From an optimization exercise on the open Yosys and OpenROAD flow, aimed at small area and a short achievable clock period; shortcuts taken in it are not production practice.
The RTL was checked by simulation tests, not by an equivalence proof against the original design.
No activity file was given, so power comes from the tool's default toggle rates.

==> design/flow/design.v <==
package mips_id_pkg;
    typedef logic [31:0] word_t;       
    typedef logic [4:0]  reg_addr_t;
    typedef logic [15:0] imm16_t;
    typedef logic [25:0] jaddr_t;      
    typedef logic [2:0]  credit_t;
endpackage
`timescale 1ns/1ps
module id_control (
    input  logic [31:0] inst,
    output logic        zext,        
    output logic        is_jabs,     
    output logic        is_jreg,     
    output logic        is_link,     
    output logic        is_lui,
    output logic        is_slt,      
    output logic        cmp_imm,     
    output logic        cmp_signed,  
    output logic        is_uncond,   
    output logic        is_regimm,
    output logic        is_beq,
    output logic        is_bne,
    output logic        is_blez,
    output logic        is_bgtz,
    output logic        cmp_rt,      
    output logic        j_lt,        
    output logic        j_eq,        
    output logic        j_gt         
);
    logic [5:0] op;
    logic [5:0] fn;
    logic       special;
    assign op      = inst[31:26];
    assign fn      = inst[5:0];
    assign special = (op == 6'h00);
    assign zext       = (op == 6'h0c) || (op == 6'h0d) || (op == 6'h0e);
    assign is_jabs    = (op == 6'h02) || (op == 6'h03);
    assign is_jreg    = special && ((fn == 6'h08) || (fn == 6'h09));
    assign is_link    = (op == 6'h03) || (special && (fn == 6'h09));
    assign is_lui     = (op == 6'h0f);
    assign is_slt     = (special && ((fn == 6'h2a) || (fn == 6'h2b)))
                     || (op == 6'h0a) || (op == 6'h0b);
    assign cmp_imm    = (op == 6'h0a) || (op == 6'h0b);
    assign cmp_signed = special ? (fn == 6'h2a)
                                : ((op == 6'h0a) || (op == 6'h01) || (op == 6'h06)
                                   || (op == 6'h07));
    assign cmp_rt     = special || (op == 6'h04) || (op == 6'h05);
    assign is_uncond  = is_jabs || is_jreg;
    assign is_regimm  = (op == 6'h01);
    assign is_beq     = (op == 6'h04);
    assign is_bne     = (op == 6'h05);
    assign is_blez    = (op == 6'h06);
    assign is_bgtz    = (op == 6'h07);
    assign j_lt = is_uncond || is_bne || is_blez || (is_regimm && !inst[16]);
    assign j_eq = is_uncond || is_beq || is_blez || (is_regimm && inst[16]);
    assign j_gt = is_uncond || is_bne || is_bgtz || (is_regimm && inst[16]);
endmodule
`timescale 1ns/1ps
module rf_aoi222 (
    input  logic a1, a2, b1, b2, c1, c2,
    output logic y
);
    assign y = !((a1 & a2) | (b1 & b2) | (c1 & c2));
endmodule
module rf_nand4 (
    input  logic a, b, c, d,
    output logic y
);
    assign y = !(a & b & c & d);
endmodule
module rf_nand3 (
    input  logic a, b, c,
    output logic y
);
    assign y = !(a & b & c);
endmodule
module rf_nor3 (
    input  logic a, b, c,
    output logic y
);
    assign y = !(a | b | c);
endmodule
module rf_mux2i (
    input  logic s, a0, a1,
    output logic y
);
    assign y = !(s ? a1 : a0);
endmodule
module rf_nand2 (
    input  logic a, b,
    output logic y
);
    assign y = !(a & b);
endmodule
module rf_read_bit (
    input  logic [31:1] sel,
    input  logic [31:1] d,
    output logic        y_n
);
    logic [10:0] n;
    logic [2:0]  p;
    for (genvar k = 0; k < 10; k++) begin : g_aoi
        rf_aoi222 u (.a1(sel[3*k+1]), .a2(d[3*k+1]), .b1(sel[3*k+2]), .b2(d[3*k+2]),
                     .c1(sel[3*k+3]), .c2(d[3*k+3]), .y(n[k]));
    end
    rf_nand2 u_last (.a(sel[31]), .b(d[31]), .y(n[10]));
    rf_nand4 u_p0 (.a(n[0]), .b(n[1]), .c(n[2]), .d(n[3]), .y(p[0]));
    rf_nand4 u_p1 (.a(n[4]), .b(n[5]), .c(n[6]), .d(n[7]), .y(p[1]));
    rf_nand3 u_p2 (.a(n[8]), .b(n[9]), .c(n[10]), .y(p[2]));
    rf_nor3  u_y  (.a(p[0]), .b(p[1]), .c(p[2]), .y(y_n));
endmodule
module register_file (
    input  logic        clk,
    input  logic        arst_n,
    input  logic [4:0]  rs_addr,
    input  logic [4:0]  rt_addr,
    input  logic        wb_en,
    input  logic [4:0]  wb_addr,
    input  logic [31:0] wb_data,
    output logic [31:0] rs_val,
    output logic [31:0] rt_val
);
    logic [31:1]       valid;
    logic [31:0]       regs [1:31];
    logic [31:1]       we;
    logic [31:1]       rs_sel;
    logic [31:1]       rt_sel;
    logic              wr_en;
    logic              rs_hit;
    logic              rt_hit;
    logic [31:0]       wb_data_n;
    assign wr_en  = wb_en && (wb_addr != 5'd0);
    assign rs_hit = wr_en && (wb_addr == rs_addr);
    assign rt_hit = wr_en && (wb_addr == rt_addr);
    for (genvar i = 1; i < 32; i++) begin : g_reg
        assign we[i]     = wb_en && (wb_addr == 5'(i));
        assign rs_sel[i] = valid[i] && (rs_addr == 5'(i));
        assign rt_sel[i] = valid[i] && (rt_addr == 5'(i));
        always_ff @(posedge clk or negedge arst_n) begin
            if (!arst_n) valid[i] <= 1'b0;
            else if (we[i]) valid[i] <= 1'b1;
        end
        always_ff @(posedge clk) begin
            if (we[i]) regs[i] <= wb_data;
        end
    end
    assign wb_data_n = ~wb_data;
    for (genvar b = 0; b < 32; b++) begin : g_bit
        logic [31:1] d;
        logic        rs_n, rt_n;
        for (genvar i = 1; i < 32; i++) begin : g_d
            assign d[i] = regs[i][b];
        end
        rf_read_bit u_rs (.sel(rs_sel), .d(d), .y_n(rs_n));
        rf_read_bit u_rt (.sel(rt_sel), .d(d), .y_n(rt_n));
        rf_mux2i u_rs_byp (.s(rs_hit), .a0(rs_n), .a1(wb_data_n[b]), .y(rs_val[b]));
        rf_mux2i u_rt_byp (.s(rt_hit), .a0(rt_n), .a1(wb_data_n[b]), .y(rt_val[b]));
    end
endmodule
`timescale 1ns/1ps
module cmp_leaf (
    input  logic a, rt, im, sel,
    output logic l, g
);
    logic b;
    assign b = sel ? im : rt;
    assign l = !a & b;
    assign g = a & !b;
endmodule
module cmp_leaf_s (
    input  logic a, rt, im, sel, s,
    output logic l, g
);
    logic b;
    assign b = sel ? im : rt;
    assign l = s ? (a & !b) : (!a & b);
    assign g = s ? (!a & b) : (a & !b);
endmodule
module cmp_pn (
    input  logic lh, gh, ll, gl,
    output logic ln, gn
);
    assign ln = !((lh | ll) & !gh);
    assign gn = !((gh | gl) & !lh);
endmodule
module cmp_np (
    input  logic lnh, gnh, lnl, gnl,
    output logic l, g
);
    assign l = !((lnh & lnl) | !gnh);
    assign g = !((gnh & gnl) | !lnh);
endmodule
module cmp_front (
    input  logic [31:0] a,
    input  logic [31:0] rt,
    input  logic [31:0] im,
    input  logic        sel,
    input  logic        s,
    output logic [3:0]  ln3,
    output logic [3:0]  gn3
);
    logic [31:0] l0, g0;
    logic [15:0] ln1, gn1;
    logic [7:0]  l2, g2;
    for (genvar i = 0; i < 31; i++) begin : g_0
        cmp_leaf u (.a(a[i]), .rt(rt[i]), .im(im[i]), .sel(sel), .l(l0[i]), .g(g0[i]));
    end
    cmp_leaf_s u_31 (.a(a[31]), .rt(rt[31]), .im(im[31]), .sel(sel), .s(s),
                     .l(l0[31]), .g(g0[31]));
    for (genvar i = 0; i < 16; i++) begin : g_1
        cmp_pn u (.lh(l0[2*i+1]), .gh(g0[2*i+1]), .ll(l0[2*i]), .gl(g0[2*i]),
                  .ln(ln1[i]), .gn(gn1[i]));
    end
    for (genvar i = 0; i < 8; i++) begin : g_2
        cmp_np u (.lnh(ln1[2*i+1]), .gnh(gn1[2*i+1]), .lnl(ln1[2*i]), .gnl(gn1[2*i]),
                  .l(l2[i]), .g(g2[i]));
    end
    for (genvar i = 0; i < 4; i++) begin : g_3
        cmp_pn u (.lh(l2[2*i+1]), .gh(g2[2*i+1]), .ll(l2[2*i]), .gl(g2[2*i]),
                  .ln(ln3[i]), .gn(gn3[i]));
    end
endmodule
module cmp_back (
    input  logic [3:0] ln3,
    input  logic [3:0] gn3,
    output logic       ln,      
    output logic       gn       
);
    logic [1:0] l4, g4;
    for (genvar i = 0; i < 2; i++) begin : g_4
        cmp_np u (.lnh(ln3[2*i+1]), .gnh(gn3[2*i+1]), .lnl(ln3[2*i]), .gnl(gn3[2*i]),
                  .l(l4[i]), .g(g4[i]));
    end
    cmp_pn u_5 (.lh(l4[1]), .gh(g4[1]), .ll(l4[0]), .gl(g4[0]), .ln(ln), .gn(gn));
endmodule
module branch_unit (
    input  logic [31:0] rs_val,
    input  logic [31:0] rt_val,
    input  logic [15:0] imm,
    input  logic        cmp_rt,      
    input  logic        cmp_imm,     
    input  logic        cmp_signed,
    output logic [3:0]  ln3,
    output logic [3:0]  gn3
);
    cmp_front cmp_i (
        .a(rs_val), .rt(rt_val), .im({{16{imm[15] & cmp_imm}}, imm & {16{cmp_imm}}}),
        .sel(!cmp_rt), .s(cmp_signed), .ln3(ln3), .gn3(gn3)
    );
endmodule
module gx_nand2 (
    input  logic a, b,
    output logic y
);
    assign y = !(a & b);
endmodule
module jump_sel (
    input  logic ln, gn, j_lt, j_eq, j_gt,
    output logic jump
);
    assign jump = !ln ? j_lt : !gn ? j_gt : j_eq;
endmodule
module branch_resolve (
    input  logic [3:0]  ln3,
    input  logic [3:0]  gn3,
    input  logic        j_lt,
    input  logic        j_eq,
    input  logic        j_gt,
    output logic        lt,
    output logic        jump
);
    logic ln, gn;
    cmp_back cmp_i (.ln3(ln3), .gn3(gn3), .ln(ln), .gn(gn));
    jump_sel jump_i (.ln(ln), .gn(gn), .j_lt(j_lt), .j_eq(j_eq), .j_gt(j_gt), .jump(jump));
    assign lt = !ln;
endmodule
`timescale 1ns/1ps
module gx_xor2 (
    input  logic a, b,
    output logic y
);
    assign y = a ^ b;
endmodule
module gx_mux2 (
    input  logic s, a0, a1,
    output logic y
);
    assign y = s ? a1 : a0;
endmodule
module gt_pn (
    input  logic gh, th, gl, tl,
    output logic gn, tn
);
    assign gn = !(gh | (th & gl));
    assign tn = !(th & tl);
endmodule
module gt_np (
    input  logic gnh, tnh, gnl, tnl,
    output logic g, t
);
    assign g = !(gnh & (tnh | gnl));
    assign t = !(tnh | tnl);
endmodule
module gx_inv (
    input  logic a,
    output logic y
);
    assign y = !a;
endmodule
module add16 (
    input  logic [15:0] a,
    input  logic [15:0] b,
    output logic [15:0] s,
    output logic        co
);
    logic [15:0] g [0:4];
    logic [15:0] t [0:4];
    logic [15:0] p;
    assign g[0] = a & b;
    assign t[0] = a | b;
    for (genvar i = 0; i < 16; i++) begin : g_p
        gx_xor2 u (.a(a[i]), .b(b[i]), .y(p[i]));
    end
    for (genvar k = 1; k <= 4; k++) begin : g_lvl
        localparam int D = 1 << (k - 1);
        for (genvar i = 0; i < 16; i++) begin : g_node
            if (i >= D) begin : g_c
                if (k % 2 == 1) begin : g_o
                    gt_pn u (.gh(g[k-1][i]), .th(t[k-1][i]), .gl(g[k-1][i-D]),
                             .tl(t[k-1][i-D]), .gn(g[k][i]), .tn(t[k][i]));
                end else begin : g_e
                    gt_np u (.gnh(g[k-1][i]), .tnh(t[k-1][i]), .gnl(g[k-1][i-D]),
                             .tnl(t[k-1][i-D]), .g(g[k][i]), .t(t[k][i]));
                end
            end else begin : g_pass
                gx_inv ug (.a(g[k-1][i]), .y(g[k][i]));
                assign t[k][i] = 1'b0;
            end
        end
    end
    assign s[0] = p[0];
    for (genvar i = 1; i < 16; i++) begin : g_s
        gx_xor2 u (.a(p[i]), .b(g[4][i-1]), .y(s[i]));
    end
    assign co = g[4][15];
endmodule
module inc_n #(
    parameter int N = 14
) (
    input  logic [N-1:0] x,
    output logic [N-1:0] y
);
    for (genvar j = 0; j < N; j++) begin : g_b
        logic ones;
        if (j == 0) begin : g_0
            assign ones = 1'b1;
        end else begin : g_j
            assign ones = &x[j-1:0];
        end
        gx_xor2 u (.a(x[j]), .b(ones), .y(y[j]));
    end
endmodule
module dec_n #(
    parameter int N = 14
) (
    input  logic [N-1:0] x,
    output logic [N-1:0] y
);
    for (genvar j = 0; j < N; j++) begin : g_b
        logic zeros;
        if (j == 0) begin : g_0
            assign zeros = 1'b1;
        end else begin : g_j
            assign zeros = ~|x[j-1:0];
        end
        gx_xor2 u (.a(x[j]), .b(zeros), .y(y[j]));
    end
endmodule
module operand_unit (
    input  logic [31:0] inst,
    input  logic [31:0] pc4,
    input  logic        zext,
    input  logic        is_jabs,
    input  logic        is_link,
    input  logic        is_lui,
    output logic [31:0] target_pre,   
    output logic [31:0] do_pre        
);
    logic [15:0] lo;
    logic        co;
    logic [13:0] hi_inc, hi_dec, hi_c0, hi_c1;
    logic        ext;         
    logic [31:0] sum;
    logic [29:0] link_hi;
    add16 add_i (.a(pc4[17:2]), .b(inst[15:0]), .s(lo), .co(co));
    inc_n #(.N(14)) hi_inc_i (.x(pc4[31:18]), .y(hi_inc));
    dec_n #(.N(14)) hi_dec_i (.x(pc4[31:18]), .y(hi_dec));
    assign ext   = inst[15] & !zext;
    assign hi_c0 = ext ? hi_dec : pc4[31:18];
    assign hi_c1 = ext ? pc4[31:18] : hi_inc;
    assign sum[1:0]  = pc4[1:0];
    assign sum[17:2] = lo;
    for (genvar j = 0; j < 14; j++) begin : g_hi
        gx_mux2 u (.s(co), .a0(hi_c0[j]), .a1(hi_c1[j]), .y(sum[18+j]));
    end
    inc_n #(.N(30)) link_i (.x(pc4[31:2]), .y(link_hi));
    assign target_pre = is_jabs ? {pc4[31:28], inst[25:0], 2'b00} : sum;
    assign do_pre = is_link ? {link_hi, pc4[1:0]}
                  : is_lui  ? {inst[15:0], 16'h0000}
                  : 32'd0;
endmodule
`timescale 1ns/1ps
module id_stage (
    input  logic        clk,
    input  logic        arst_n,
    input  logic        in_valid,
    input  logic        credit_return,
    input  logic [31:0] in_inst,
    input  logic [31:0] rs_val,
    input  logic [31:0] rt_val,
    input  logic [31:0] target,
    input  logic [31:0] do_val,
    input  logic        imm_hi,
    input  logic [3:0]  cmp_l,
    input  logic [3:0]  cmp_g,
    input  logic [3:0]  flags,
    output logic        in_ready,
    output logic        out_valid,
    output logic [31:0] inst_q,
    output logic [31:0] rs_q,
    output logic [31:0] rt_q,
    output logic [31:0] target_q,
    output logic [31:0] do_q,
    output logic        imm_hi_q,
    output logic [3:0]  cmp_l_q,
    output logic [3:0]  cmp_g_q,
    output logic [3:0]  flags_q
);
    logic [2:0] credits;
    logic       accept;
    logic       credit_inc;
    assign in_ready   = (credits != 3'd0);
    assign accept     = in_valid && in_ready;
    assign credit_inc = credit_return && (credits != 3'(4));
    always_ff @(posedge clk or negedge arst_n) begin
        if (!arst_n) begin
            credits <= 3'(4);
        end else begin
            case ({accept, credit_inc})
                2'b10:   credits <= credits - 3'd1;
                2'b01:   credits <= credits + 3'd1;
                default: credits <= credits;    
            endcase
        end
    end
    always_ff @(posedge clk or negedge arst_n) begin
        if (!arst_n) out_valid <= 1'b0;
        else         out_valid <= accept;
    end
    always_ff @(posedge clk) begin
        inst_q   <= in_inst;
        rs_q     <= rs_val;
        rt_q     <= rt_val;
        target_q <= target;
        do_q     <= do_val;
        imm_hi_q <= imm_hi;
        cmp_l_q  <= cmp_l;
        cmp_g_q  <= cmp_g;
        flags_q  <= flags;
    end
endmodule
`timescale 1ns/1ps
module mips_id_top (
    input  logic        clk,
    input  logic        arst_n,
    input  logic        in_valid,
    input  logic [31:0] in_inst,
    input  logic [31:0] in_pc4,
    input  logic        wb_en,
    input  logic [4:0]  wb_addr,
    input  logic [31:0] wb_data,
    input  logic        credit_return,
    output logic        in_ready,
    output logic        out_valid,
    output logic [31:0] out_inst,
    output logic [31:0] out_rs_val,
    output logic [31:0] out_rt_val,
    output logic [31:0] out_imm,
    output logic [31:0] out_do,
    output logic        out_jump,
    output logic [31:0] out_target
);
    logic [31:0] rs_val, rt_val;
    logic [31:0] target_pre, do_pre;
    logic [31:0] inst_q, rs_q, do_q;
    logic        zext, jabs, jreg, link, lui, slt, cmp_imm, cmp_signed, uncond;
    logic        regimm, beq, bne, blez, bgtz, cmp_rt, j_lt, j_eq, j_gt;
    logic [3:0]  cmp_l, cmp_g, cmp_l_q, cmp_g_q;
    logic [3:0]  flags, flags_q;
    logic        imm_hi_q;
    logic        lt;
    register_file register_file_i (
        .clk(clk), .arst_n(arst_n),
        .rs_addr(in_inst[25:21]), .rt_addr(in_inst[20:16]),
        .wb_en(wb_en), .wb_addr(wb_addr), .wb_data(wb_data),
        .rs_val(rs_val), .rt_val(rt_val)
    );
    id_control in_ctl_i (
        .inst(in_inst), .zext(zext), .is_jabs(jabs), .is_jreg(jreg), .is_link(link),
        .is_lui(lui), .is_slt(slt), .cmp_imm(cmp_imm), .cmp_signed(cmp_signed),
        .is_uncond(uncond), .is_regimm(regimm), .is_beq(beq), .is_bne(bne),
        .is_blez(blez), .is_bgtz(bgtz), .cmp_rt(cmp_rt), .j_lt(j_lt), .j_eq(j_eq), .j_gt(j_gt)
    );
    operand_unit operand_unit_i (
        .inst(in_inst), .pc4(in_pc4), .zext(zext), .is_jabs(jabs), .is_link(link),
        .is_lui(lui), .target_pre(target_pre), .do_pre(do_pre)
    );
    branch_unit branch_unit_i (
        .rs_val(rs_val), .rt_val(rt_val), .imm(in_inst[15:0]), .cmp_rt(cmp_rt),
        .cmp_imm(cmp_imm), .cmp_signed(cmp_signed), .ln3(cmp_l), .gn3(cmp_g)
    );
    assign flags = {slt, j_lt, j_eq, j_gt};
    id_stage id_stage_i (
        .clk(clk), .arst_n(arst_n), .in_valid(in_valid), .credit_return(credit_return),
        .in_inst(in_inst), .rs_val(rs_val), .rt_val(rt_val),
        .target(jreg ? rs_val : target_pre), .do_val(do_pre),
        .imm_hi(in_inst[15] & !zext), .cmp_l(cmp_l), .cmp_g(cmp_g), .flags(flags),
        .in_ready(in_ready), .out_valid(out_valid), .inst_q(inst_q),
        .rs_q(rs_q), .rt_q(out_rt_val), .target_q(out_target), .do_q(do_q),
        .imm_hi_q(imm_hi_q), .cmp_l_q(cmp_l_q), .cmp_g_q(cmp_g_q), .flags_q(flags_q)
    );
    branch_resolve branch_resolve_i (
        .ln3(cmp_l_q), .gn3(cmp_g_q), .j_lt(flags_q[2]), .j_eq(flags_q[1]), .j_gt(flags_q[0]),
        .lt(lt), .jump(out_jump)
    );
    assign out_inst   = inst_q;
    assign out_rs_val = rs_q;
    assign out_imm    = {{16{imm_hi_q}}, inst_q[15:0]};
    assign out_do     = {do_q[31:1], do_q[0] | (flags_q[3] & lt)};
endmodule
==> design/flow/run.sh <==
#!/bin/bash
# synth_recipe.tcl (not shown) runs the flow's synth.tcl, then flattens the netlist and writes it again
# the make line also repeats each setting of config.mk as NAME=value (left out here)
make -C /OpenROAD-flow-scripts/flow DESIGN_CONFIG=/design/flow/config.mk WORK_HOME=/design/flow/orfs CLKGATE_MAP_FILE= SYNTH_SCRIPT=/design/flow/synth_recipe.tcl finish
==> design/flow/config.mk <==
export PLATFORM = sky130hd
export DESIGN_NAME = mips_id_top
export DESIGN_NICKNAME = mips_id_top
export VERILOG_FILES = /design/flow/design.v
export SDC_FILE = /design/flow/constraint.sdc
export NUM_CORES = 4
export LEC_CHECK = 0
export CAP_MARGIN = 20
export CORE_MARGIN = 2
export CORE_UTILIZATION = 35
export SETUP_SLACK_MARGIN = 2.4
export SLEW_MARGIN = 20
export SYNTH_HIERARCHICAL = 1
==> design/flow/constraint.sdc <==
create_clock -name core_clock -period 5.5 [get_ports {clk}]
set_input_delay 1.1000 -clock core_clock [delete_from_list [all_inputs] [get_ports {clk}]]
set_output_delay 1.1000 -clock core_clock [all_outputs]
set_load 0.01 [all_outputs]
==> flow_summary.ini, run 1 <==
[pwr]
vdd_drop_max_v = 0.000266
cellPowerDensity_nw_per_um2 = 326
total_leakage_power_nw = 22.7

[floorplanning]
starting_density_pct = 35.3
core_um2 = 143000
die_width_um = 384
dieArea_um2 = 148000
fp.dieH_um = 384
top_level_ports = 301
fp-row-count = 139

[setup_path]
critical_path_required_ns = 6.14
timing.critical_path.mode_cell = buf_12
setup.worst_path.end_class = flop
worstSetupPathType = in2reg
critical_path.cell_chain = buf_12 > nor3b_2 > and3_4 > buf_12 > a222oi_1 > nand4_1 > nor3_2 > mux2i_2 > mux2_4 > mux2i_4 > o21bai_2 > a21boi_2 > o21bai_1
critPathMaxStageDelay_ns = 0.42
critical_path.slowest_cell = a222oi_1
timing.rr.start = register_file_i.valid[4]
timing.critical_path.from_type = primary input
timing.rr.end = id_stage_i.cmp_l_q[3]
arrival_ns = 3.94
cp_max_fo = 7
timing.critical_path.max_delay_family = simple AND/OR/NAND/NOR gates
ff2ff_setup_slack_ns = 2.37
worst_r2r_path_depth = 11
critical_path.n_buffers_inverters = 2

[cells_and_area]
highest_count_cells_in_the_layout_ignoring_fill_and_taps = edfxtp_1, a222oi_1, buf_4
multiInputGateArea_um2 = 17000
final_common_cell = edfxtp_1
final_layout_size_suffix_gt1_share_pct = 27.7
utilization_pct = 45.8
filler_cell_count = 12500
area_growth_pct = 29.8
stdcell_area_um2 = 65600
number_of_non_filler_instances_in_the_completed_layout = 5993
sequential_cell_area_um2 = 34100
finish.net_count = 4087

[logic_synthesis]
mappedNetlistArea_um2 = 50600
synth.net_count = 3319
synthesized_netlist_cell_count = 3211
yosys_warnings = 14
syn-mean-instance-area_um2 = 15.8

[detailed_routing]
wire_per_inst_um = 36.4
starting_drc_count_in_detailed_routing = 10400
routed_via_density = 6.74
ant_nets = 0
drc = 0
vias = 40400
route.final.wire_length_um = 218000
firstDrtPassIters = 20

[grt]
antenna_found_initial = 12
grt_start_max_net_pins = 36
grt.overflow.total = 0
wire_length_of_the_first_global_routing_pass_um = 287000
overall_track_demand_over_capacity_in_global_routing_pct = 27.5
first_global_vias = 37800

[clocking]
cts_tree = built
worst_skew_pair.late_latency_ns = 0.77
worst_setup_hold_path_clk_slew_ns = 0.06
tritoncts.num_buffers = 121
tritoncts_num_sinks = 1200
clk_root_buf = clkbuf_16
cts-htree-levels = 3
max-clock-path-buffers = 3

[job]
max_cap_violations = 0

[timing]
slew_headroom_pct = 25.3
fmax_mhz = 303
layout_worst_path_cycle_share_pct = 60.0
hold_viol_final = 0
setup-tns-final_ns = 0
grt_setup_unrepaired = yes
timing.final.max_slew_violations = 0
timing_worst_slew_pin_value_ns = 1.12
setup_viols_final = 0
skew_ns = 0.0416
fin_crit_ns = 3.30

[placement]
io_buffers = 300
dpl.hpwl_um = 129000
place_area_um2 = 58500
gpl.final_weighted_congestion = 0.938
place_inst = 5613

[outcome]
status = finished clean

[worst_hold_path]
worst_hold_path_type = in2async
## how the worst max path moves through the flow
stage	from	to	slack, ns	cells after the start
after floorplan	wb_addr[3]	id_stage_i.cmp_l_q[3]	1.03	10
after global placement	in_inst[19]	id_stage_i.cmp_l_q[1]	0.51	13
after detailed placement	in_inst[19]	id_stage_i.cmp_l_q[1]	0.50	13
after CTS	id_stage_i.cmp_l_q[3]	out_jump	2.28	6
after global routing	id_stage_i.cmp_g_q[3]	out_jump	2.21	5
final	in_inst[18]	id_stage_i.cmp_l_q[3]	2.20	13
## layer usage
| metal | wire (um) | GRT usage, % | part of all wire, % |
|---|---|---|---|
| met2 | 92200 | 40.8 | 42 |
| met4 | 14200 | 15.0 | 6.5 |
| met5 | 69 | 0 | 0.032 |
| met1 | 76600 | 35.3 | 35 |
| met3 | 35200 | 9.56 | 16 |
## final cells by class
type | instances | area share (%)
well taps | 1903 | 3.63
clock buffers | 159 | 5.03
repair buffers | 707 | 11.9
multi-input cells | 1882 | 25.9
flip-flops and latches | 1200 | 52.0
diodes | 7 | 0.0267
clock inverters | 68 | 1.05
inverters | 67 | 0.391
## metrics by stage
| stage | total power, W | setup WS (ns) | hold WS (ns) |
|---|---|---|---|
| after global placement | 0.0129 | 0.513 | 0.465 |
| after floorplan | 0.0115 | 1.03 | 0.439 |
| final | 0.0214 | 2.20 | 0.498 |
| after CTS | 0.0213 | 2.28 | 0.489 |
| after detailed placement | 0.0129 | 0.501 | 0.468 |
| after global routing | 0.0219 | 2.21 | 0.517 |
## registers in the layout, summed over array words and instances, names as in the netlist, 4 cells and up
register	flops
id_stage_i.rs_q	32
register_file_i.valid	31
id_stage_i.do_q	32
id_stage_i.target_q	32
register_file_i.regs	992
id_stage_i.flags_q	4
id_stage_i.rt_q	32
id_stage_i.cmp_g_q	4
id_stage_i.inst_q	32
id_stage_i.cmp_l_q	4
## power breakdown
group | switching (W) | total, W | internal [W]
clock | 0.00360 | 0.00837 | 0.00477
sequential | 0.000201 | 0.0104 | 0.0102
combinational | 0.00146 | 0.00268 | 0.00122
total | 0.00526 | 0.0214 | 0.0161
## what timing repair did
item	CTS	global route
gates cloned	18	11
hold buffers	0	0
resized for setup	324	152
pin swaps	88	157
setup buffers	63	53
setup endpoints to repair	275	38
==> run 2: changes to the inputs <==
--- a/design/flow/config.mk
+++ b/design/flow/config.mk
@@ -8,6 +8,8 @@
 export CAP_MARGIN = 20
 export CORE_MARGIN = 2
 export CORE_UTILIZATION = 35
-export SETUP_SLACK_MARGIN = 2.4
+export CTS_CLUSTER_DIAMETER = 70
+export CTS_CLUSTER_SIZE = 20
+export SETUP_SLACK_MARGIN = 2.2
 export SLEW_MARGIN = 20
 export SYNTH_HIERARCHICAL = 1
==> run 2 against run 1 <==
Area after synthesis unchanged. Cell area decreased by 1.7%. Worst setup slack got worse by 0.12 ns. Global-route usage increased by 0.60 points. Sequential power about the same. Still clean on timing, DRC and antenna. Die area unchanged.
==> flow_summary.ini, run 2 <==
[cells_and_area]
finish.net_count = 4062
stdcell_area_um2 = 64500
reg_with_most_ffs = register_file_i.regs
area_growth_pct = 27.5
final_layout_size_suffix_gt1_share_pct = 26.7
number_of_flip_flops_in_the_largest_register = 992
filler_cell_count = 12500
highest_count_cells_in_the_layout_ignoring_fill_and_taps = edfxtp_1, a222oi_1, buf_4
final_common_cell = edfxtp_1

[worst_hold_path]
worst_hold_path_type = in2async

[clocking]
cts_hold_buf = 0
worst_setup_hold_path_clk_slew_ns = 0.08
max-clock-path-buffers = 3
clk_root_buf = clkbuf_16
cts-htree-levels = 3
tritoncts.num_buffers = 84
worst_skew_pair.late_latency_ns = 0.76
tritoncts_num_sinks = 1200
cts_tree = built

[setup_path]
cp_max_fo = 10
timing.critical_path.from_type = primary input
worstSetupPathType = in2reg
timing.rr.end = id_stage_i.cmp_l_q[3]
arrival_ns = 4.04
timing.rr.start = register_file_i.valid[15]
ff2ff_setup_slack_ns = 2.37
worst_r2r_path_depth = 10
critical_path_required_ns = 6.11
setup.worst_path.end_class = flop

[timing]
worst_path_setup_slack_after_routing_ns = 2.07
setup_viols_final = 0
setup-tns-final_ns = 0
timing.final.max_slew_violations = 0
grt_setup_unrepaired = yes
fmax_mhz = 292
skew_ns = 0.0468
hold_viol_final = 0
timing_worst_slew_pin_value_ns = 1.09
layout_worst_path_cycle_share_pct = 62.3
fin_crit_ns = 3.43
whs_ns = 0.488
slew_headroom_pct = 27.4

[job]
max_cap_violations = 0

[detailed_routing]
routed_via_density = 6.80
ant_nets = 0
drc = 0
wire_per_inst_um = 37.5
firstDrtPassIters = 11
vias = 40300
route.final.wire_length_um = 222000
starting_drc_count_in_detailed_routing = 10800

[placement]
placement.setup.worst_slack_ns = 0.356
gpl.final_weighted_congestion = 0.916
io_buffers = 300
dpl.hpwl_um = 125000
place_area_um2 = 58400

[logic_synthesis]
synth.net_count = 3319
mappedNetlistArea_um2 = 50600
syn-mean-instance-area_um2 = 15.8
yosys_warnings = 14
synthesized_netlist_cell_count = 3211

[floorplanning]
core_um2 = 143000
dieArea_um2 = 148000
die_width_um = 384
fp-row-count = 139
starting_density_pct = 35.3
fp.dieH_um = 384
top_level_ports = 301

[grt]
overall_track_demand_over_capacity_in_global_routing_pct = 28.1
antenna_found_initial = 13
wire_length_of_the_first_global_routing_pass_um = 291000
grt.overflow.total = 0
first_global_vias = 37600
grt_start_max_net_pins = 36

[pwr]
vdd_drop_max_v = 0.000256
p_total_w = 0.0198
cellPowerDensity_nw_per_um2 = 307
total_leakage_power_nw = 22.1

[outcome]
status = finished clean
[run 2: power breakdown]
group / total (W) / switching (W) / internal [W]
sequential: 0.0103 / 0.000190 / 0.0101
combinational: 0.00269 / 0.00148 / 0.00121
clock: 0.00677 / 0.00347 / 0.00330
total: 0.0198 / 0.00514 / 0.0147
[run 2: layout make-up]
class	instances	area [um2]	share of cell area [%]
antenna	7	17.5	0.0272
clock buffer	104	2270	3.52
clock inverter	48	596	0.923
inverter	67	265	0.411
multi-input combinational	1880	16900	26.1
sequential	1200	34100	52.9
tap	1903	2380	3.69
timing repair buffer	721	7990	12.4
[run 2: worst max path at each step]
stage / to / cells after the start / slack (ns) / start
after CTS: id_stage_i.cmp_l_q[3] / 13 / 2.16 / wb_addr[1]
after global placement: id_stage_i.cmp_g_q[1] / 12 / 0.38 / in_inst[17]
final: id_stage_i.cmp_l_q[3] / 14 / 2.07 / in_inst[18]
after floorplan: id_stage_i.cmp_l_q[3] / 10 / 1.03 / wb_addr[3]
after global routing: id_stage_i.cmp_g_q[1] / 14 / 2.09 / in_inst[21]
after detailed placement: id_stage_i.cmp_l_q[1] / 12 / 0.36 / in_inst[17]
[run 2: repair_timing]
action | 4_1_cts | 5_1_grt
buffers inserted | 66 | 59
endpoints found under the setup margin | 87 | 25
gates resized for setup | 253 | 151
hold endpoints to repair | 0 | 0
pin swaps | 68 | 134
gates cloned | 20 | 11
[run 2: metal layers]
metal	vias up	GRT usage, %	share of wire (%)
met5	-	0	0.068
met2	4116	40.6	41
met4	8	16.2	7.1
li1	15700	-	-
met1	19700	35.6	34
met3	782	11.3	17
[run 2: worst max-delay path, cell delays in order]
cell and delay (ns):
buf_8 0.12, buf_8 0.14, nor3b_4 0.18, and3_4 0.21, buf_12 0.17, a222oi_1 0.41
nand4_1 0.29, nor3_2 0.26, mux2i_4 0.10, mux2_4 0.32, mux2i_4 0.21, o21bai_4 0.18
a21boi_2 0.16, o21bai_1 0.16
[run 2: per-stage QoR]
step | util (%) | instances
2_1_floorplan | - | 3211
3_3_place_gp | 40.7 | 5615
3_5_place_dp | 40.7 | 5615
4_1_cts | 44.1 | 5853
5_1_grt | 45.0 | 5925
6_report | 45.0 | 5930
==> run 3: changes to the inputs <==
--- a/design/flow/config.mk
+++ b/design/flow/config.mk
@@ -8,8 +8,6 @@
 export CAP_MARGIN = 20
 export CORE_MARGIN = 2
 export CORE_UTILIZATION = 35
-export CTS_CLUSTER_DIAMETER = 70
-export CTS_CLUSTER_SIZE = 20
 export SETUP_SLACK_MARGIN = 2.2
 export SLEW_MARGIN = 20
 export SYNTH_HIERARCHICAL = 1
==> run 3 against run 2 <==
Worst hold slack got worse by 0.044 ns. Non-clock buffer count fell by 21. Clock-buffer cell count rose by 74. Highest routed layer unchanged.
==> flow_summary.ini, run 3 <==
[clocking]
clk_root_buf = clkbuf_16
tritoncts_num_sinks = 1200
max-clock-path-buffers = 3
cts_tree = built
tritoncts.num_buffers = 131
cts_hold_buf = 0
worst_skew_pair.late_latency_ns = 0.77
worst_setup_hold_path_clk_slew_ns = 0.07
cts-htree-levels = 4

[timing]
timing.final.max_slew_violations = 0
grt_setup_unrepaired = yes
setup-tns-final_ns = 0
fmax_mhz = 291
slew_headroom_pct = 27.6
skew_ns = 0.0236
whs_ns = 0.444
layout_worst_path_cycle_share_pct = 62.4
timing_worst_slew_pin_value_ns = 1.08
hold_viol_final = 0
setup_viols_final = 0
fin_crit_ns = 3.43

[floorplanning]
fp.dieH_um = 384
top_level_ports = 301
dieArea_um2 = 148000
fp-row-count = 139
core_um2 = 143000
starting_density_pct = 35.3
die_width_um = 384

[setup_path]
critPathMaxStageDelay_ns = 0.32
critical_path.n_buffers_inverters = 5
endpoint = id_stage_i.cmp_g_q[1]
timing.rr.end = id_stage_i.cmp_l_q[3]
worstSetupPathType = in2reg
worst_r2r_path_depth = 11
timing.critical_path.mode_cell = buf_12
setup.worst_path.end_class = flop
critical_path.slowest_cell = a222oi_1
ff2ff_setup_slack_ns = 2.40
timing.critical_path.from_type = primary input
cp_max_fo = 8
critical_path_cell_count = 16
timing.rr.start = register_file_i.valid[12]
critical_path_required_ns = 6.14
timing.critical_path.max_delay_family = simple AND/OR/NAND/NOR gates
crit_start = in_inst[18]
arrival_ns = 4.08
critical_path.cell_chain = buf_6 > buf_12 > nor3b_4 > and3_4 > buf_12 > buf_12 > a222oi_1 > nand4_1 > nor3_2 > mux2i_4 > mux2i_4 > and2_4 > buf_4 > o21bai_4 > a21boi_2 > o21bai_1

[cells_and_area]
multiInputGateArea_um2 = 16900
highest_count_cells_in_the_layout_ignoring_fill_and_taps = edfxtp_1, a222oi_1, buf_4
area_growth_pct = 29.6
finish.net_count = 4088
final_layout_size_suffix_gt1_share_pct = 27.1
utilization_pct = 45.7
final_common_cell = edfxtp_1
filler_cell_count = 12300
sequential_cell_area_um2 = 34100
reg_with_most_ffs = register_file_i.regs
number_of_flip_flops_in_the_largest_register = 992

[detailed_routing]
wire_per_inst_um = 36.8
route.final.wire_length_um = 221000
vias = 40400
drc = 0
firstDrtPassIters = 14
ant_nets = 0
starting_drc_count_in_detailed_routing = 10500
routed_via_density = 6.73

[pwr]
cellPowerDensity_nw_per_um2 = 332
total_leakage_power_nw = 22.7
vdd_drop_max_v = 0.000329

[placement]
io_buffers = 300
gpl.final_weighted_congestion = 0.916
dpl.hpwl_um = 125000

[job]
max_cap_violations = 0

[logic_synthesis]
synthesized_netlist_cell_count = 3211
yosys_warnings = 14
syn-mean-instance-area_um2 = 15.8
synth.net_count = 3319
mappedNetlistArea_um2 = 50600

[grt]
antenna_found_initial = 11
overall_track_demand_over_capacity_in_global_routing_pct = 28.2
wire_length_of_the_first_global_routing_pass_um = 292000
first_global_vias = 38100
grt_start_max_net_pins = 36
grt.overflow.total = 0

[worst_hold_path]
worst_hold_path_type = in2async

[outcome]
status = finished clean
run 3: worst reg2reg max path, stage by stage (launching register included):
cell      delay [ns]
dfrtp_1         0.40
and3_2          0.23
buf_12          0.17
a222oi_1        0.47
nand4_1         0.30
nor3_2          0.24
mux2i_1         0.12
mux2_4          0.33
mux2i_4         0.21
o21bai_4        0.20
a21boi_4        0.15
o21bai_1        0.16
run 3: cell type report:
cell class,count,share of cell area [%]
inverters,67,0.405
clock buffers,178,5.51
well taps,1903,3.63
clock inverters,56,0.873
multi-input cells,1880,25.8
diodes,13,0.0496
flip-flops and latches,1200,52.1
repair buffers,700,11.6
run 3: worst min path at each step:
stage,cells past startpoint,slack (ns),to,from
final,1,0.44,id_stage_i.out_valid,arst_n
after CTS,1,0.45,id_stage_i.out_valid,arst_n
after global routing,1,0.50,id_stage_i.out_valid,arst_n
after floorplan,1,0.44,register_file_i.valid[12],register_file_i.valid[12]
after global placement,1,0.46,register_file_i.valid[16],register_file_i.valid[16]
after detailed placement,1,0.46,register_file_i.valid[18],register_file_i.valid[18]
run 3: power by group:
| part | total, W | switching (W) | leakage [nW] | internal (W) |
|---|---|---|---|---|
| clock network | 0.00873 | 0.00372 | 2.04 | 0.00501 |
| logic | 0.00270 | 0.00148 | 9.84 | 0.00121 |
| registers | 0.0104 | 0.000188 | 10.8 | 0.0102 |
| total | 0.0218 | 0.00539 | 22.7 | 0.0164 |
run 3: per-layer routing:
metal  up-vias  wire, um  track usage (%)
met5         -       191                0
met4         8     15600             16.9
met3       792     38000             11.7
met2      3958     91100             40.6
met1     19800     76000             35.2
li1      15800         -                -
run 3: metrics by stage:
step,cells,setup slack (ns),power [W],instance area [um2]
after floorplan,3211,1.03,0.0115,50800
after global routing,5987,2.07,0.0223,65500
after detailed placement,5615,0.356,0.0129,58400
after global placement,5615,0.380,0.0129,58400
after CTS,5923,2.08,0.0216,64300
final,5997,2.07,0.0218,65500
run 3: repair_timing:
item / 4_1_cts / 5_1_grt
setup buffers: 54 / 56
resized for setup: 258 / 156
endpoints found under the setup margin: 86 / 24
cloned: 20 / 5
pin swaps: 62 / 109
endpoints found under the hold margin: 0 / 0
==> run 4: changes to the inputs <==
==> design/flow/flow/run.sh (new file) <==
#!/bin/bash
# The standard layout (the standard.sh, unchanged synthesis and flow steps), except that
# the input and output ports are buffered with the smallest buffer, sky130_fd_sc_hd__buf_1,
# instead of the delay buffer the resizer picks by default. Timing repair still upsizes the
# port buffers that lie on critical paths. The whole make output goes to standard_flow.log;
# ORFS keeps each step's log under orfs/logs/.
set -euo pipefail
export BUFFER_PORTS_ARGS="-buffer_cell sky130_fd_sc_hd__buf_1"
bash standard.sh > standard_flow.log 2>&1
==> design/flow/standard.sh (new file) <==
#!/bin/bash
# synth_recipe.tcl (not shown) runs the flow's synth.tcl, then flattens the netlist and writes it again
# the make line also repeats each setting of config.mk as NAME=value (left out here)
make -C /OpenROAD-flow-scripts/flow DESIGN_CONFIG=/design/flow/config.mk WORK_HOME=/design/flow/orfs CLKGATE_MAP_FILE= SYNTH_SCRIPT=/design/flow/synth_recipe.tcl "${@:-finish}"
--- a/design/flow/config.mk
+++ b/design/flow/config.mk
@@ -8,6 +8,6 @@
 export CAP_MARGIN = 20
 export CORE_MARGIN = 2
 export CORE_UTILIZATION = 35
-export SETUP_SLACK_MARGIN = 2.2
+export SETUP_SLACK_MARGIN = 2.4
 export SLEW_MARGIN = 20
 export SYNTH_HIERARCHICAL = 1
removed: design/flow/run.sh
==> run 4 against run 3 <==
Still clean. Register-to-register slack worse by 0.20 ns. Total power shrank 3.7%. Global-route usage shrank 0.85 points. Maximum frequency is 0.90% lower. Worst hold slack improved by 0.0036 ns. Cell area is 3.9% lower. Largest cell class unchanged.
==> flow_summary.ini, run 4 <==
[pwr]
cellPowerDensity_nw_per_um2 = 333
switching_power_w = 0.00532
p_total_w = 0.0210
total_leakage_power_nw = 21.4
vdd_drop_max_v = 0.000265
power.combinational.fraction_pct = 11.5
share_seq_of_total_power_pct = 49.5
internal-power_w = 0.0156
clock_power_share_pct = 39.0
switching_share_pct = 25.4

[logic_synthesis]
synth.net_count = 3319
mappedNetlistArea_um2 = 50600
yosys_warnings = 14
synthesized_netlist_cell_count = 3211
syn-mean-instance-area_um2 = 15.8

[cells_and_area]
number_of_flip_flops_in_the_largest_register = 992
final_layout_size_suffix_gt1_share_pct = 26.0
reg_with_most_ffs = register_file_i.regs
final_common_cell = edfxtp_1
sequential_cell_area_um2 = 34100
finish.net_count = 4048
area_growth_pct = 24.5
utilization_pct = 43.9
filler_cell_count = 12700
multiInputGateArea_um2 = 16800
highest_count_cells_in_the_layout_ignoring_fill_and_taps = edfxtp_1, a222oi_1, buf_1

[floorplanning]
dieArea_um2 = 148000
die_width_um = 384
fp-row-count = 139
core_um2 = 143000
starting_density_pct = 35.3
top_level_ports = 301
fp.dieH_um = 384

[timing]
whs_ns = 0.447
grt_setup_unrepaired = yes
fin_crit_ns = 3.47
timing_worst_slew_pin_value_ns = 1.09
layout_worst_path_cycle_share_pct = 63.0
timing.final.max_slew_violations = 0
setup-tns-final_ns = 0
hold_viol_final = 0
skew_ns = 0.0425
slew_headroom_pct = 27.2
setup_viols_final = 0
fmax_mhz = 289

[clocking]
tritoncts.num_buffers = 121
tritoncts_num_sinks = 1200
cts_tree = built
clk_root_buf = clkbuf_16
cts_hold_buf = 0
worst_setup_hold_path_clk_slew_ns = 0.07
cts-htree-levels = 3
worst_skew_pair.late_latency_ns = 0.78
max-clock-path-buffers = 3

[placement]
gpl.final_weighted_congestion = 0.974
io_buffers = 300
dpl.hpwl_um = 130000

[setup_path]
arrival_ns = 4.11
ff2ff_setup_slack_ns = 2.20
timing.rr.start = register_file_i.valid[24]
endpoint = id_stage_i.cmp_g_q[2]
worst_r2r_path_depth = 11
timing.critical_path.from_type = primary input
setup.worst_path.end_class = flop
timing.rr.end = id_stage_i.cmp_l_q[3]
crit_start = in_inst[16]
worstSetupPathType = in2reg
critical_path_required_ns = 6.15
cp_max_fo = 8

[detailed_routing]
vias = 39800
routed_via_density = 6.69
starting_drc_count_in_detailed_routing = 9774
route.final.wire_length_um = 212000
ant_nets = 0
wire_per_inst_um = 35.6
drc = 0
firstDrtPassIters = 14

[worst_hold_path]
worst_hold_path_type = in2async

[grt]
overall_track_demand_over_capacity_in_global_routing_pct = 27.4
antenna_found_initial = 15
first_global_vias = 37400
wire_length_of_the_first_global_routing_pass_um = 285000
grt.overflow.total = 0
grt_start_max_net_pins = 36

[outcome]
status = finished clean

[job]
max_cap_violations = 0
==> run 4: cell type report <==
class	count	share of cell area (%)
Sequential cell	1200	54.2
Multi-Input combinational cell	1885	26.7
Timing Repair Buffer	665	8.69
Clock buffer	153	5.28
Tap cell	1903	3.78
Clock inverter	74	0.918
Inverter	67	0.399
Antenna cell	5	0.0199
==> run 4: power by group through the flow <==
stage	Clock (W)	Sequential, W	Combinational, W
4_1_cts	0.00822	0.0104	0.00223
5_1_grt	0.00859	0.0104	0.00250
2_1_floorplan	0	0.0105	0.000986
3_5_place_dp	0	0.0105	0.00208
3_3_place_gp	0	0.0105	0.00207
6_report	0.00817	0.0104	0.00241
==> run 4: worst min-delay path by stage <==
| stage | slack (ns) | cells after the start | to | start |
|---|---|---|---|---|
| 6_report | 0.45 | 1 | id_stage_i.credits[0] | arst_n |
| 5_1_grt | 0.48 | 1 | id_stage_i.inst_q[17] | in_inst[17] |
| 4_1_cts | 0.46 | 1 | id_stage_i.credits[0] | arst_n |
| 3_5_place_dp | 0.47 | 1 | register_file_i.valid[4] | register_file_i.valid[4] |
| 3_3_place_gp | 0.46 | 1 | register_file_i.valid[23] | register_file_i.valid[23] |
| 2_1_floorplan | 0.44 | 1 | register_file_i.valid[12] | register_file_i.valid[12] |
==> run 4: routing by layer <==
metal	GRT usage (%)	routed length [um]
met1	34.5	73800
met4	15.8	13700
met3	10.1	33900
met2	40.2	90200
met5	0	311
==> run 4: critical path, cell delays in order <==
cell      delay [ns]
buf_6           0.10
buf_6           0.11
nor2b_4         0.15
buf_6           0.14
and3_4          0.21
buf_12          0.18
a222oi_1        0.54
nand4_1         0.35
nor3_2          0.18
mux2i_1         0.09
buf_4           0.16
mux2i_4         0.17
and2_4          0.20
o21bai_4        0.14
a21boi_4        0.21
o21bai_1        0.07
==> run 4: stage by stage <==
step | setup slack, ns | cell area [um2] | instances
final | 2.03 | 63000 | 5952
after floorplan | 1.03 | 50800 | 3211
after detailed placement | 0.187 | 56500 | 5592
after global placement | 0.203 | 56400 | 5591
after CTS | 2.23 | 62000 | 5902
after global routing | 2.03 | 63000 | 5949
==> run 4: repair_timing <==
item	CTS	global route
hold endpoints to repair	0	0
gates cloned	16	6
endpoints found under the setup margin	167	30
resized for setup	193	125
pin swaps	115	131
buffers inserted	67	38
==> run 5: changes to the inputs <==
--- a/design/flow/config.mk
+++ b/design/flow/config.mk
@@ -8,6 +8,8 @@
 export CAP_MARGIN = 20
 export CORE_MARGIN = 2
 export CORE_UTILIZATION = 35
-export SETUP_SLACK_MARGIN = 2.4
+export CTS_CLUSTER_DIAMETER = 70
+export CTS_CLUSTER_SIZE = 20
+export SETUP_SLACK_MARGIN = 2.2
 export SLEW_MARGIN = 20
 export SYNTH_HIERARCHICAL = 1
==> run 5 against run 4 <==
Cell area shrank 2.8%. Sequential share of layout area rose by 1.5 points. Utilization down 1.2 points. Global-route usage down 0.093 points. Routed wire length is 0.42% higher. Sequential power barely moved. Die area unchanged. Sequential cell count did not move. Maximum frequency is 2.1% lower. Clock skew increased by 0.0017 ns. Worst setup slack lost 0.075 ns. Clock-buffer cell count decreased by 52. Largest cell class unchanged.
==> flow_summary.ini, run 5 <==
[outcome]
status = finished clean

[setup_path]
critical_path_required_ns = 6.14
timing.critical_path.from_type = primary input
critical_path.slowest_cell = a222oi_1
critPathMaxStageDelay_ns = 0.52
critical_path.n_buffers_inverters = 4
crit_start = in_inst[20]
critical_path.cell_chain = buf_4 > nor3b_4 > buf_4 > buf_4 > and3_2 > a222oi_1 > nand4_1 > nor3_2 > mux2i_1 > buf_4 > mux2i_1 > and2_1 > o21bai_1 > a21boi_1 > o21bai_1
timing.rr.start = register_file_i.valid[12]
arrival_ns = 4.18
setup.worst_path.end_class = flop
timing.critical_path.max_delay_family = simple AND/OR/NAND/NOR gates
cp_max_fo = 10
timing.critical_path.mode_cell = buf_4
worstSetupPathType = in2reg

[floorplanning]
dieArea_um2 = 148000
fp.dieH_um = 384
fp-row-count = 139
starting_density_pct = 35.3
top_level_ports = 301
core_um2 = 143000
die_width_um = 384

[logic_synthesis]
synth.net_count = 3319
synthesized_netlist_cell_count = 3211
yosys_warnings = 14
mappedNetlistArea_um2 = 50600
syn-mean-instance-area_um2 = 15.8

[grt]
grtUsageMet1_pct = 34.3
globalRouteMet3Util_pct = 8.47
grt_start_max_net_pins = 36
grt.overflow.total = 0
met2_usage_pct = 41.9
overall_track_demand_over_capacity_in_global_routing_pct = 27.3
first_global_vias = 36800
grt-busiest-layer = met2
antenna_found_initial = 18
wire_length_of_the_first_global_routing_pass_um = 284000

[pwr]
internal-power_w = 0.0143
clock_power_share_pct = 34.9
switching_power_w = 0.00522
total_leakage_power_nw = 20.7
switching_share_pct = 26.7
share_seq_of_total_power_pct = 53.1
power.combinational.fraction_pct = 12.0
vdd_drop_max_v = 0.000262
cellPowerDensity_nw_per_um2 = 319

[cells_and_area]
number_of_flip_flops_in_the_largest_register = 992
final_common_cell = edfxtp_1
final_layout_size_suffix_gt1_share_pct = 25.4
utilization_pct = 42.7
stdcell_area_um2 = 61300
reg_with_most_ffs = register_file_i.regs
number_of_non_filler_instances_in_the_completed_layout = 5875
finish.net_count = 4003
area_growth_pct = 21.1
highest_count_cells_in_the_layout_ignoring_fill_and_taps = edfxtp_1, a222oi_1, buf_1

[timing]
setup_viols_final = 0
slew_headroom_pct = 22.0
fmax_mhz = 282
timing.final.max_slew_violations = 0
layout_worst_path_cycle_share_pct = 64.4
whs_ns = 0.484
setup-tns-final_ns = 0
fin_crit_ns = 3.54
skew_ns = 0.0441
grt_setup_unrepaired = yes
hold_viol_final = 0
timing_worst_slew_pin_value_ns = 1.17

[placement]
place_area_um2 = 56100
gpl.final_weighted_congestion = 0.935
dpl.hpwl_um = 131000
place_inst = 5611
io_buffers = 300

[clocking]
clk_root_buf = clkbuf_16
cts_hold_buf = 0
worst_setup_hold_path_clk_slew_ns = 0.09
tritoncts.num_buffers = 87
worst_skew_pair.late_latency_ns = 0.76
cts-htree-levels = 3
cts_tree = built
max-clock-path-buffers = 3
tritoncts_num_sinks = 1200

[detailed_routing]
vias = 39500
firstDrtPassIters = 22
starting_drc_count_in_detailed_routing = 9897
drc = 0
route.final.wire_length_um = 213000
wire_per_inst_um = 36.2
ant_nets = 0
routed_via_density = 6.72

[job]
max_cap_violations = 0

[worst_hold_path]
worst_hold_path_type = in2async
run 5: cell types whose count changed in the layout (fill, tap and decap cells not counted), moves of 6 or more:
cell / previous run / this run
buf_4: 223 / 266
buf_12: 82 / 41
clkbuf_16: 130 / 91
clkinv_1: 31 / 7
buf_6: 51 / 34
clkinv_2: 19 / 7
clkbuf_1: 20 / 12
and3_2: 8 / 15
inv_8: 0 / 7
clkbuf_8: 7 / 1
inv_16: 0 / 6
o21bai_4: 9 / 3
run 5: final timing paths:
check / to / slack, ns / cells past startpoint
max: id_stage_i.cmp_g_q[1] / 1.96 / 15
min: id_stage_i.out_valid / 0.48 / 1
min reg2reg: register_file_i.valid[1] / 0.50 / 1
max in group asynchronous: register_file_i.valid[18] / 4.42 / 1
max reg2reg: id_stage_i.cmp_l_q[3] / 2.26 / 12
min in group core_clock: register_file_i.valid[1] / 0.50 / 1
run 5: metrics by stage:
stage	total power, W	setup WS, ns
after floorplan	0.0115	1.03
after global placement	0.0126	0.152
after detailed placement	0.0126	0.292
after CTS	0.0195	2.11
after global routing	0.0200	1.96
final	0.0195	1.96
run 5: cell type report:
| type | instances | area [um2] |
|---|---|---|
| clock buffers | 101 | 2260 |
| inverters | 67 | 254 |
| multi-input cells | 1891 | 16900 |
| repair buffers | 648 | 4620 |
| diodes | 10 | 25.0 |
| fillers | 12900 | 82200 |
| well taps | 1903 | 2380 |
| flip-flops and latches | 1200 | 34100 |
| clock inverters | 55 | 671 |
run 5: worst register-to-register path, delay by kind of cell, from the launching register on:
family                 cells  cell delay, ns
AO/OA/AOI/OAI              4            0.89
multiplexers               3            0.60
AND/OR/NAND/NOR            3            0.78
buffers and inverters      2            0.34
flip-flops                 1            0.48
run 5: power by group through the flow:
| stage | clock (W) | sequential (W) | combinational [W] |
|---|---|---|---|
| floorplan | 0 | 0.0105 | 0.000987 |
| global placement | 0 | 0.0105 | 0.00206 |
| global route | 0.00721 | 0.0104 | 0.00244 |
| CTS | 0.00688 | 0.0104 | 0.00222 |
| detailed placement | 0 | 0.0105 | 0.00207 |
| finish | 0.00683 | 0.0104 | 0.00235 |
run 5: routing by layer:
layer	wire length [um]	vias to the layer above
met2	92900	3586
met1	75300	19600
met5	81	-
met4	13500	16
met3	31100	690
li1	-	15600
run 5: what timing repair did:
item,in CTS,in global routing
setup buffers,56,23
pin swaps,76,70
cloned,15,4
endpoints found under the setup margin,63,23
resized for setup,225,77
==> run 6: changes to the inputs <==
==> design/flow/flow/run.sh (replaced) <==
#!/bin/bash
# The standard layout (the standard.sh, unchanged synthesis and flow steps), except that
# the input and output ports are buffered with a small buffer, sky130_fd_sc_hd__buf_2,
# instead of the delay buffer the resizer picks by default. Timing repair still upsizes the
# port buffers that lie on critical paths. The whole make output goes to standard_flow.log;
# ORFS keeps each step's log under orfs/logs/.
set -euo pipefail
export BUFFER_PORTS_ARGS="-buffer_cell sky130_fd_sc_hd__buf_2"
bash standard.sh > standard_flow.log 2>&1
==> run 6 against run 5 <==
Still clean on timing, DRC and antenna. Die area stayed put. Cell area about the same. Register-to-register slack gained 0.04 ns. Maximum frequency up 2.6%. Via count is 1.3% lower. Area after synthesis unchanged. Sequential cell count unchanged. Largest power group unchanged.
==> flow_summary.ini, run 6 <==
[outcome]
status = finished clean

[floorplanning]
dieArea_um2 = 148000
die_width_um = 384
starting_density_pct = 35.3
fp.dieH_um = 384
core_um2 = 143000
fp-row-count = 139
top_level_ports = 301

[timing]
slew_headroom_pct = 16.4
setup-tns-final_ns = 0
layout_worst_path_cycle_share_pct = 62.7
fmax_mhz = 290
skew_ns = 0.0466
timing.final.max_slew_violations = 0
timing_worst_slew_pin_value_ns = 1.25
fin_crit_ns = 3.45
hold_viol_final = 0
setup_viols_final = 0
worst_path_setup_slack_after_routing_ns = 2.05
grt_setup_unrepaired = yes

[detailed_routing]
wire_per_inst_um = 36.0
met1_length_um = 73500
drc = 0
route.met3.wl_um = 32700
ant_nets = 0
route.final.wire_length_um = 210000
top_layer_used = met5
vias = 39000
starting_drc_count_in_detailed_routing = 9603
routed_via_density = 6.70
met2_length_um = 90400
firstDrtPassIters = 11

[cells_and_area]
area_growth_pct = 21.1
number_of_flip_flops_in_the_largest_register = 992
utilization_pct = 42.7
finish.net_count = 3949
reg_with_most_ffs = register_file_i.regs
sequential_cell_area_um2 = 34100
final_common_cell = edfxtp_1
number_of_non_filler_instances_in_the_completed_layout = 5823
multiInputGateArea_um2 = 16800
stdcell_area_um2 = 61200
highest_count_cells_in_the_layout_ignoring_fill_and_taps = edfxtp_1, a222oi_1, buf_2
final_layout_size_suffix_gt1_share_pct = 31.4
filler_cell_count = 12800

[logic_synthesis]
mappedNetlistArea_um2 = 50600
synth.net_count = 3319
synthesized_netlist_cell_count = 3211
syn-mean-instance-area_um2 = 15.8
yosys_warnings = 14

[job]
max_cap_violations = 0

[clocking]
worst_setup_hold_path_clk_slew_ns = 0.08
max-clock-path-buffers = 3
cts_hold_buf = 0
cts_tree = built
worst_skew_pair.late_latency_ns = 0.72
clk_root_buf = clkbuf_16
cts-htree-levels = 3
tritoncts.num_buffers = 85
tritoncts_num_sinks = 1200

[pwr]
total_leakage_power_nw = 21.4
vdd_drop_max_v = 0.000265
cellPowerDensity_nw_per_um2 = 315

[grt]
grt_start_max_net_pins = 36
wire_length_of_the_first_global_routing_pass_um = 281000
overall_track_demand_over_capacity_in_global_routing_pct = 26.9
grt.overflow.total = 0
antenna_found_initial = 21
first_global_vias = 36400

[placement]
dpl.hpwl_um = 130000
gpl.final_weighted_congestion = 0.950
placement.setup.worst_slack_ns = 0.587
io_buffers = 300
place_area_um2 = 56100
place_inst = 5542

[setup_path]
worstSetupPathType = in2reg
timing.critical_path.from_type = primary input
arrival_ns = 4.08
critical_path.cell_chain = buf_4 > and3_4 > and3_4 > buf_12 > a222oi_1 > nand3_1 > nor3_2 > mux2i_4 > or2_4 > mux2i_4 > o21bai_4 > a21boi_4 > o21bai_1
critical_path.slowest_cell = a222oi_1
cp_max_fo = 16
setup.worst_path.end_class = flop
critical_path_required_ns = 6.13
critPathMaxStageDelay_ns = 0.44
worst_r2r_path_depth = 11

[worst_hold_path]
hold_path_depth = 1
worst_hold_path_type = reg2reg
-- run 6: changes by cell type in the layout (fill, tap and decap cells not counted), moves of 7 or more --
cell / delta
inv_6: +7
and3_2: -9
buf_2: +282
buf_6: -13
buf_4: -42
buf_1: -280
buf_12: +11
-- run 6: where the power goes --
group          total [W]  leakage [nW]  switching (W)  internal [W]
Combinational    0.00231          9.24        0.00140      0.000909
Sequential        0.0104          10.8       0.000204        0.0101
Clock            0.00665          1.37        0.00344       0.00321
-- run 6: timing repair --
action,CTS,global route
pin swaps,89,105
cloned,7,6
setup buffers,76,25
endpoints found under the setup margin,30,10
gates resized for setup,207,56
-- run 6: cell type report --
cell class	count	share of cell area, %
flip-flops and latches	1200	55.7
multi-input cells	1880	27.4
repair buffers	607	7.96
well taps	1903	3.89
clock buffers	105	3.71
clock inverters	47	0.872
inverters	67	0.411
diodes	14	0.0572
-- run 6: metrics by stage --
stage | hold WS (ns) | total power [W]
4_1_cts | 0.496 | 0.0192
5_1_grt | 0.527 | 0.0198
6_report | 0.521 | 0.0193
3_5_place_dp | 0.463 | 0.0126
2_1_floorplan | 0.439 | 0.0115
3_3_place_gp | 0.469 | 0.0126
-- run 6: critical path, delay by kind of cell --
family                 cells  cell delay (ns)
and+or+nand+nor            5             1.30
AOI/OAI and AO/OA          4             0.93
buffers and inverters      2             0.35
muxes                      2             0.33
-- run 6: worst paths after layout --
check	slack [ns]	start	to
max	2.05	in_inst[25]	id_stage_i.cmp_g_q[3]
min	0.52	register_file_i.valid[21]	register_file_i.valid[21]
max reg2reg	2.30	register_file_i.valid[15]	id_stage_i.cmp_g_q[3]
min reg2reg	0.52	register_file_i.valid[21]	register_file_i.valid[21]
max in group asynchronous	4.32	arst_n	register_file_i.valid[9]
min in group asynchronous	0.54	arst_n	id_stage_i.credits[0]
-- run 6: per-layer routing --
metal,track usage (%),up-vias
met1,34.3,19200
li1,-,15500
met2,40.6,3571
met4,13.6,31
met5,0.877,-
met3,9.05,686
==> run 7: changes to the inputs <==
--- a/design/flow/config.mk
+++ b/design/flow/config.mk
@@ -8,8 +8,6 @@
 export CAP_MARGIN = 20
 export CORE_MARGIN = 2
 export CORE_UTILIZATION = 35
-export CTS_CLUSTER_DIAMETER = 70
-export CTS_CLUSTER_SIZE = 20
 export SETUP_SLACK_MARGIN = 2.2
 export SLEW_MARGIN = 20
 export SYNTH_HIERARCHICAL = 1
==> run 7 against run 6 <==
Worst setup slack better by 0.028 ns. Critical path type unchanged. Highest routed layer unchanged. Clock skew down 0.013 ns. Worst hold slack worse by 0.031 ns. Sequential share of layout area down 1.1 points. Non-clock buffer count down 27. Largest cell class unchanged. Register-to-register slack worse by 0.06 ns.
==> flow_summary.ini, run 7 <==
[placement]
dpl.hpwl_um = 130000
gpl.final_weighted_congestion = 0.950
io_buffers = 300
place_inst = 5542

[setup_path]
arrival_ns = 4.05
timing.critical_path.from_type = primary input
critical_path.slowest_cell = a222oi_1
critical_path_required_ns = 6.13
cp_max_fo = 12
critPathMaxStageDelay_ns = 0.49
critical_path.n_buffers_inverters = 4
timing.critical_path.mode_cell = buf_12
timing.critical_path.max_delay_family = simple AND/OR/NAND/NOR gates
critical_path.cell_chain = buf_12 > nor2b_4 > buf_12 > and3_4 > buf_12 > buf_4 > a222oi_1 > nand4_1 > nor3_2 > mux2i_1 > mux2i_1 > and2_1 > o21bai_1 > a21boi_2 > o21bai_1
setup.worst_path.end_class = flop
worstSetupPathType = in2reg

[job]
max_cap_violations = 0

[floorplanning]
core_um2 = 143000
starting_density_pct = 35.3
top_level_ports = 301
die_width_um = 384
dieArea_um2 = 148000
fp.dieH_um = 384
fp-row-count = 139

[clocking]
cts_hold_buf = 0
cts_tree = built
cts-htree-levels = 4
tritoncts.num_buffers = 130
worst_skew_pair.late_latency_ns = 0.76
worst_setup_hold_path_clk_slew_ns = 0.06
clk_root_buf = clkbuf_16
max-clock-path-buffers = 3
tritoncts_num_sinks = 1200

[logic_synthesis]
mappedNetlistArea_um2 = 50600
synth.net_count = 3319
syn-mean-instance-area_um2 = 15.8
yosys_warnings = 14
synthesized_netlist_cell_count = 3211

[pwr]
switching_share_pct = 24.7
share_seq_of_total_power_pct = 48.0
internal-power_w = 0.0163
cellPowerDensity_nw_per_um2 = 346
total_leakage_power_nw = 22.0
power.combinational.fraction_pct = 10.6
vdd_drop_max_v = 0.000293
p_total_w = 0.0216
clock_power_share_pct = 41.4
switching_power_w = 0.00533

[grt]
overall_track_demand_over_capacity_in_global_routing_pct = 26.9
first_global_vias = 37000
antenna_found_initial = 18
grt.overflow.total = 0
wire_length_of_the_first_global_routing_pass_um = 281000
grt_start_max_net_pins = 36

[cells_and_area]
final_common_cell = edfxtp_1
finish.net_count = 3966
number_of_non_filler_instances_in_the_completed_layout = 5876
reg_with_most_ffs = register_file_i.regs
filler_cell_count = 12600
final_layout_size_suffix_gt1_share_pct = 31.7
number_of_flip_flops_in_the_largest_register = 992
multiInputGateArea_um2 = 16800
sequential_cell_area_um2 = 34100
area_growth_pct = 23.5
highest_count_cells_in_the_layout_ignoring_fill_and_taps = edfxtp_1, a222oi_1, buf_2

[timing]
slew_headroom_pct = 16.5
skew_ns = 0.0336
setup-tns-final_ns = 0
fmax_mhz = 292
setup_viols_final = 0
whs_ns = 0.490
fin_crit_ns = 3.42
hold_viol_final = 0
layout_worst_path_cycle_share_pct = 62.2
timing_worst_slew_pin_value_ns = 1.25
grt_setup_unrepaired = yes
timing.final.max_slew_violations = 0

[detailed_routing]
vias = 39200
wire_per_inst_um = 35.6
drc = 0
starting_drc_count_in_detailed_routing = 9736
ant_nets = 0
routed_via_density = 6.67
firstDrtPassIters = 12
route.final.wire_length_um = 209000

[outcome]
status = finished clean

[worst_hold_path]
worst_hold_path_type = in2async
run 7: final cells by class:
type                       count  area share (%)
inverter                      67           0.403
antenna                       14          0.0561
multi-input combinational   1879            26.8
clock buffer                 175            5.84
clock inverter                58            1.06
tap                         1903            3.81
sequential                  1200            54.6
timing repair buffer         580            7.40
run 7: power by group through the flow:
stage	Clock, W	Combinational (W)	Sequential [W]
2_1_floorplan	0	0.000987	0.0105
3_3_place_gp	0	0.00204	0.0105
3_5_place_dp	0	0.00206	0.0105
4_1_cts	0.00897	0.00216	0.0104
5_1_grt	0.00934	0.00239	0.0104
6_report	0.00894	0.00229	0.0104
run 7: path summary, 6_finish.rpt:
| kind | to | startpoint | cells after the start | slack (ns) |
|---|---|---|---|---|
| max in group asynchronous | register_file_i.valid[22] | arst_n | 1 | 4.40 |
| worst max register to register | id_stage_i.cmp_g_q[1] | register_file_i.valid[13] | 12 | 2.24 |
| worst min-delay path | id_stage_i.credits[0] | arst_n | 1 | 0.49 |
| worst min register to register | register_file_i.valid[25] | register_file_i.valid[25] | 1 | 0.51 |
| min in group core_clock | id_stage_i.inst_q[17] | in_inst[17] | 1 | 0.50 |
| worst max-delay path | id_stage_i.cmp_g_q[1] | in_inst[16] | 15 | 2.08 |
run 7: through the flow:
step | area (um2) | util [%] | setup WS (ns)
after floorplan | 50800 | - | 1.03
after global placement | 56100 | 39.1 | 0.605
after detailed placement | 56100 | 39.1 | 0.587
after CTS | 61700 | 43.0 | 2.19
after global routing | 62500 | 43.5 | 2.04
final | 62500 | 43.5 | 2.08
run 7: metal layers:
metal | wire (um) | part of all wire [%] | vias to the layer above | GRT usage (%)
met4 | 11700 | 5.6 | 16 | 13.8
met2 | 90300 | 43 | 3530 | 40.5
met5 | 175 | 0.084 | - | 0
li1 | - | - | 15500 | -
met3 | 32300 | 15 | 671 | 9.45
met1 | 74800 | 36 | 19400 | 34.1
run 7: repair_timing:
item	4_1_cts	5_1_grt
setup buffers	47	26
cloned	7	6
setup endpoints to repair	25	11
pin swaps	70	90
gates resized for setup	162	92

port drivers added, routing unchanged:
How much do the figures lean on ideal ports? The routed layouts below were timed once more, with nothing changed but the port constraints. Step 1 (the two cells are an assumption about what drives the block):
set clk [get_ports {clk}]
set_driving_cell -lib_cell sky130_fd_sc_hd__clkbuf_16 $clk
set_driving_cell -lib_cell sky130_fd_sc_hd__buf_2 [delete_from_list [all_inputs] $clk]
Step 2 also shifts input and output timing later by t, the mid clock arrival at the registers, as if the neighbouring blocks saw the same clock. a / b / c = ideal / step 1 / step 2; a / b = the first two.
run	t (ns)	slack for setup (ns)	clock arrival spread, ns	pins driven straight from the clock port
run 1	0.837	2.198 / 2.176 / 1.390	0.045 / 0.045	1
run 2	0.817	2.074 / 2.088 / 1.271	0.059 / 0.058	1
run 3	0.845	2.065 / 2.099 / 1.253	0.029 / 0.029	1
run 4	0.839	2.034 / 2.053 / 1.214	0.043 / 0.043	1
run 5	0.823	1.959 / 2.011 / 1.189	0.047 / 0.047	1
run 6	0.772	2.050 / 2.084 / 1.311	0.047 / 0.047	1
run 7	0.819	2.078 / 2.096 / 1.277	0.040 / 0.040	1
After both steps every run listed still meets setup and hold. For run 4, which loses most, drivers alone change the setup slack by +0.019 ns; drivers and shift together by -0.820 ns.
